Background: an optimization exercise with open tools, aiming at small area. Do not read the settings as production practice.
Only simulation tests tie the RTL to the original design; equivalence was not proved.
Power figures rest on the tool's default switching activity, not on a simulated workload.

Setup of v20:
Design writeback_regfile_pipe, start of the top module:
module writeback_regfile_pipe #(
  parameter logic [63:0] RSP_INIT = 64'h0,
  parameter int          RET_W    = 16
) (
  input  logic             clk,
  input  logic             rst,
  input  logic [2:0]       W_stat,
  input  logic [3:0]       W_icode,
  input  logic [3:0]       W_dstE,
  input  logic [63:0]      W_valE,
  input  logic [3:0]       W_dstM,
  input  logic [63:0]      W_valM,
  output logic [63:0]      reg_file0,
  output logic [63:0]      reg_file1,
  output logic [63:0]      reg_file2,
  output logic [63:0]      reg_file3,
  output logic [63:0]      reg_file4,
  output logic [63:0]      reg_file5,
  output logic [63:0]      reg_file6,
  output logic [63:0]      reg_file7,
  output logic [63:0]      reg_file8,
  output logic [63:0]      reg_file9,
  output logic [63:0]      reg_file10,
  output logic [63:0]      reg_file11,
  output logic [63:0]      reg_file12,
  output logic [63:0]      reg_file13,
  output logic [63:0]      reg_file14,
  output logic [2:0]       stat,
  output logic             halted,
  output logic [RET_W-1:0] retired
);
export LEC_CHECK = 0
export CAP_MARGIN = 20
export CORE_AREA = 5 5 345 345
export DIE_AREA = 0 0 350 350
export PLACE_DENSITY = 0.75
export SLEW_MARGIN = 20
export SYNTH_HIERARCHICAL = 1
create_clock -name core_clock -period 4.0 [get_ports {clk}]
standard.sh (not shown) runs the stock make flow with config.mk's settings and CLKGATE_MAP_FILE= SYNTH_SCRIPT=/design/flow/synth_recipe.tcl, a recipe that flattens the netlist after the stock synthesis.
==> flow/flow/run.sh <==
#!/bin/bash
# Standard ORFS layout (the standard.sh) with two changes:
#  - the port buffers use the smallest buffer cell instead of the one
#    buffer_ports picks by default;
#  - clock tree synthesis uses clkbuf_8 leaf buffers in clusters of up to 20
#    sinks, clkbuf_16 above them, and no dummy loads.
set -euo pipefail
CTS="-sink_clustering_enable -repair_clock_nets"
CTS+=" -root_buf sky130_fd_sc_hd__clkbuf_16 -tree_buf sky130_fd_sc_hd__clkbuf_16"
CTS+=" -sink_clustering_buffer sky130_fd_sc_hd__clkbuf_8"
CTS+=" -buf_list {sky130_fd_sc_hd__clkbuf_8 sky130_fd_sc_hd__clkbuf_16}"
CTS+=" -sink_clustering_size 20 -sink_clustering_max_diameter 50 -dont_use_dummy_load"
bash standard.sh \
  "BUFFER_PORTS_ARGS=-buffer_cell sky130_fd_sc_hd__buf_1" \
  "CTS_ARGS=$CTS" \
  finish > standard_flow.log 2>&1
Edits applied to the flow inputs when going from v20 to v39:
- changing DIE_AREA from 0 0 350 350 to 0 0 330 330
- changing PLACE_DENSITY from 0.75 to 0.5
- changing CORE_AREA from 5 5 345 345 to 5 5 325 325
==> flow/flow/run.sh <==
#!/bin/bash
# Standard ORFS layout (the standard.sh) with three changes:
#  - the port buffers use the smallest buffer cell instead of the one
#    buffer_ports picks by default;
#  - clock tree synthesis uses clkbuf_8 leaf buffers in clusters of up to 16
#    sinks, clkbuf_16 above them, and no dummy loads;
#  - I/O pins may sit one routing track apart (and in the corners), so that
#    the 1125 ports fit on a smaller die.
set -euo pipefail
CTS="-sink_clustering_enable -repair_clock_nets"
CTS+=" -root_buf sky130_fd_sc_hd__clkbuf_16 -tree_buf sky130_fd_sc_hd__clkbuf_16"
CTS+=" -sink_clustering_buffer sky130_fd_sc_hd__clkbuf_8"
CTS+=" -buf_list {sky130_fd_sc_hd__clkbuf_8 sky130_fd_sc_hd__clkbuf_16}"
CTS+=" -sink_clustering_size 16 -sink_clustering_max_diameter 50 -dont_use_dummy_load"
bash standard.sh \
  "BUFFER_PORTS_ARGS=-buffer_cell sky130_fd_sc_hd__buf_1" \
  "CTS_ARGS=$CTS" \
  "PLACE_PINS_ARGS=-min_distance 1 -min_distance_in_tracks -corner_avoidance 0" \
  finish > standard_flow.log 2>&1
Notes after the runs:
- In the tables for v20 and v39, number of clock buffers in the layout reads higher with v39.
- v20 reports its launching instance or port of the critical path as r_blank[12] while v39 reports r_blank[9].
- Cell area after layout up 1.2% in v39 wrt v20
- Against v20, v39 comes in 3 lower on number of antenna violations at the first check in global routing.
- Between v20 and v39, the power share of the clock group is lower for v20.
- Of v20 and v39, v39 shows the higher utilization, with v20 below it.
- [compare] base=v20 new=v39: maximum operating frequency went up by about 4.6%; global-route total usage across every layer saw an increase; overall die height now smaller.
- Longest individual stage delay on the worst path ends up higher on v20.
- Layout buffer count excluding clock buffers: lower on v20
> inputs changed (v39 -> v52)
- PLACE_DENSITY: 0.5 -> unset
- CORE_AREA: 5 5 325 325 -> 5 5 395 395
- DIE_AREA: 0 0 330 330 -> 0 0 400 400
==> flow/run.sh (new file) <==
#!/bin/bash
# synth_recipe.tcl (not shown) runs the flow's synth.tcl, then flattens the netlist and writes it again
# the make line also repeats each setting of config.mk as NAME=value (left out here)
make -C /OpenROAD-flow-scripts/flow DESIGN_CONFIG=/design/flow/config.mk WORK_HOME=/design/flow/orfs CLKGATE_MAP_FILE= SYNTH_SCRIPT=/design/flow/synth_recipe.tcl finish
removed: flow/flow/run.sh
removed: flow/standard.sh
--- outcome ---
From v39 to v52 the numbers moved as follows: share of layout cells above drive strength 1 went up by 1.2 points, number of fill cells in the layout went up by about 50%. The run showing the greater detail-routed net length per standard cell is v39. Of the two values seen for type of the most critical hold path, in -> async was produced by v39 and reg -> reg by v52. v52: number of well-tap cells placed 48% above v39. Summary: final routed wirelength across all metal layers, v52 worse than v39.
Input-level comparison between v36 and v52:
- a deleted CORE_AREA that had been 5 5 395 395
- a deleted DIE_AREA that had been 0 0 400 400
- an added CORE_UTILIZATION of 40
- an added CORE_MARGIN of 2
### Flow results
- Tool error PPL-0024 stopped v36 during 3_2_place_iop; no final results.
- Changes observed in v36 relative to v52: cell count after synthesis now sits at about the same level, portion of the post-synthesis area used by sequential elements now sits at about the same level, share of cell area taken by muxes after synthesis now sits at about the same level, net count after synthesis now sits at about the same level.
- Of v36 and v52, the run reporting the higher total number of placement rows was v52.
- As far as synthesized area goes, v36 and v52 are indistinguishable; the numbers are identical.
- v52 -> v36: mean instance size in the synthesized netlist delta 0, exact match
- Overall die height ended up 100 µm lower on v36 than on v52.
- Diff v36 and v52: die extent in x higher in v52
What v37 does differently from v36 at the input level:
- CORE_AREA now 5 5 345 345, previously not set
- PLACE_DENSITY now 0.68, previously not set
- CORE_UTILIZATION no longer set, was 40
- DIE_AREA now 0 0 350 350, previously not set
- CORE_MARGIN no longer set, was 2
==> flow/flow/run.sh (new file) <==
#!/bin/bash
# Standard ORFS layout (the standard.sh) with two changes:
#  - the port buffers use the smallest buffer cell instead of the one
#    buffer_ports picks by default;
#  - clock tree synthesis uses clkbuf_8 leaf buffers in clusters of up to 20
#    sinks, clkbuf_16 above them, and no dummy loads.
set -euo pipefail
CTS="-sink_clustering_enable -repair_clock_nets"
CTS+=" -root_buf sky130_fd_sc_hd__clkbuf_16 -tree_buf sky130_fd_sc_hd__clkbuf_16"
CTS+=" -sink_clustering_buffer sky130_fd_sc_hd__clkbuf_8"
CTS+=" -buf_list {sky130_fd_sc_hd__clkbuf_8 sky130_fd_sc_hd__clkbuf_16}"
CTS+=" -sink_clustering_size 20 -sink_clustering_max_diameter 50 -dont_use_dummy_load"
bash standard.sh \
  "BUFFER_PORTS_ARGS=-buffer_cell sky130_fd_sc_hd__buf_1" \
  "CTS_ARGS=$CTS" \
  finish > standard_flow.log 2>&1
==> flow/standard.sh (new file) <==
#!/bin/bash
# synth_recipe.tcl (not shown) runs the flow's synth.tcl, then flattens the netlist and writes it again
# the make line also repeats each setting of config.mk as NAME=value (left out here)
make -C /OpenROAD-flow-scripts/flow DESIGN_CONFIG=/design/flow/config.mk WORK_HOME=/design/flow/orfs CLKGATE_MAP_FILE= SYNTH_SCRIPT=/design/flow/synth_recipe.tcl "${@:-finish}"
removed: flow/run.sh
Results
- Status: v36 FAILED at 3_2_place_iop (tool error)
- v37 was carried through to the last stage, and its layout satisfied the timing, DRC and antenna checks.
- Per the comparison of v37 with v36, proportion of synthesized chip area in sequential cells neither gained nor lost much, count of different cell masters after synthesis neither gained nor lost much.
- Changes observed in v37 relative to v36: fraction of registers with async set/reset shows no meaningful change, synthesized-area fraction occupied by adder cells shows no meaningful change, starting utilization of the core area shows a reduction of 10 points, area after synthesis shows no meaningful change.
- The register bit total from synthesis of v36 and that of v37 are within noise of each other.
- [compare] base=v36 new=v37: average cell area after synthesis was more or less identical; row count has increased.
- v37 vs. v36: height of the die went up by 18%.
- What v36 reported for width of the chip has to be multiplied by 1.18 to get the figure for v37.
--- input diff v37..v29 ---
- PLACE_DENSITY changed from 0.68 to 0.45
--- a/flow/flow/run.sh
+++ b/flow/flow/run.sh
@@ -4,3 +4,3 @@
 #    buffer_ports picks by default;
-#  - clock tree synthesis uses clkbuf_8 leaf buffers in clusters of up to 20
+#  - clock tree synthesis uses clkbuf_8 leaf buffers in clusters of up to 24
 #    sinks, clkbuf_16 above them, and no dummy loads.
@@ -11,3 +11,3 @@
 CTS+=" -buf_list {sky130_fd_sc_hd__clkbuf_8 sky130_fd_sc_hd__clkbuf_16}"
-CTS+=" -sink_clustering_size 20 -sink_clustering_max_diameter 50 -dont_use_dummy_load"
+CTS+=" -sink_clustering_size 24 -sink_clustering_max_diameter 60 -dont_use_dummy_load"
 bash standard.sh \
--- outcome ---
- v29: no failed stages, no open violations at the end
- Compared with v37, v29 shows a higher insertion delay of the later-clocked pin in the worst-skew pair.
- Going from v37 to v29, setup slack saw an increase; fraction of the core area covered by cells at the end of the flow saw an increase; share of power burned in combinational logic saw little to no change.
- The non-clock buffer share of cell area in v29 sits 0.46 points above the value recorded for v37.
- Final total power delta (v29 − v37): unfavourable
- Looking at last element of the critical path, the reg_file2[62] result is from v37; the reg_file6[31] one comes from v29.

-- separate check: timing with driven ports --
The results above use ideal ports. As a check the final layouts listed here were re-extracted and re-timed, cells and wires unchanged.
Step 1, drivers: a clkbuf_16 drives clk and a buf_2 each remaining input, both assumed.
Step 2, shift: input delay + t, output delay - t, t = (earliest + latest rising clock arrival at the registers) / 2. This alone moves slack from input paths to output paths.
a / b / c = ideal ports / drivers / drivers and shift; a / b = the first two.
run | t, ns | setup slack, ns | clock arrival spread, ns | worst register clock-pin slew, ns | pins driven straight from the clock port
v20 | 0.663 | 0.504 / 0.440 / 0.436 | 0.128 / 0.128 | 0.12 / 0.12 | 1
v39 | 0.711 | 0.658 / 0.583 / 0.377 | 0.068 / 0.068 | 0.11 / 0.11 | 1
v52 | 0.784 | 0.225 / 0.157 / 0.342 | 0.066 / 0.067 | 0.07 / 0.07 | 1
v37 | 0.671 | 0.575 / 0.512 / 0.423 | 0.107 / 0.107 | 0.11 / 0.11 | 1
v29 | 0.708 | 0.664 / 0.594 / 0.513 | 0.085 / 0.086 | 0.12 / 0.12 | 1
After both steps every run listed still meets setup and hold. For v39, which loses most, drivers alone change the setup slack by -0.075 ns; drivers and shift together by -0.281 ns.
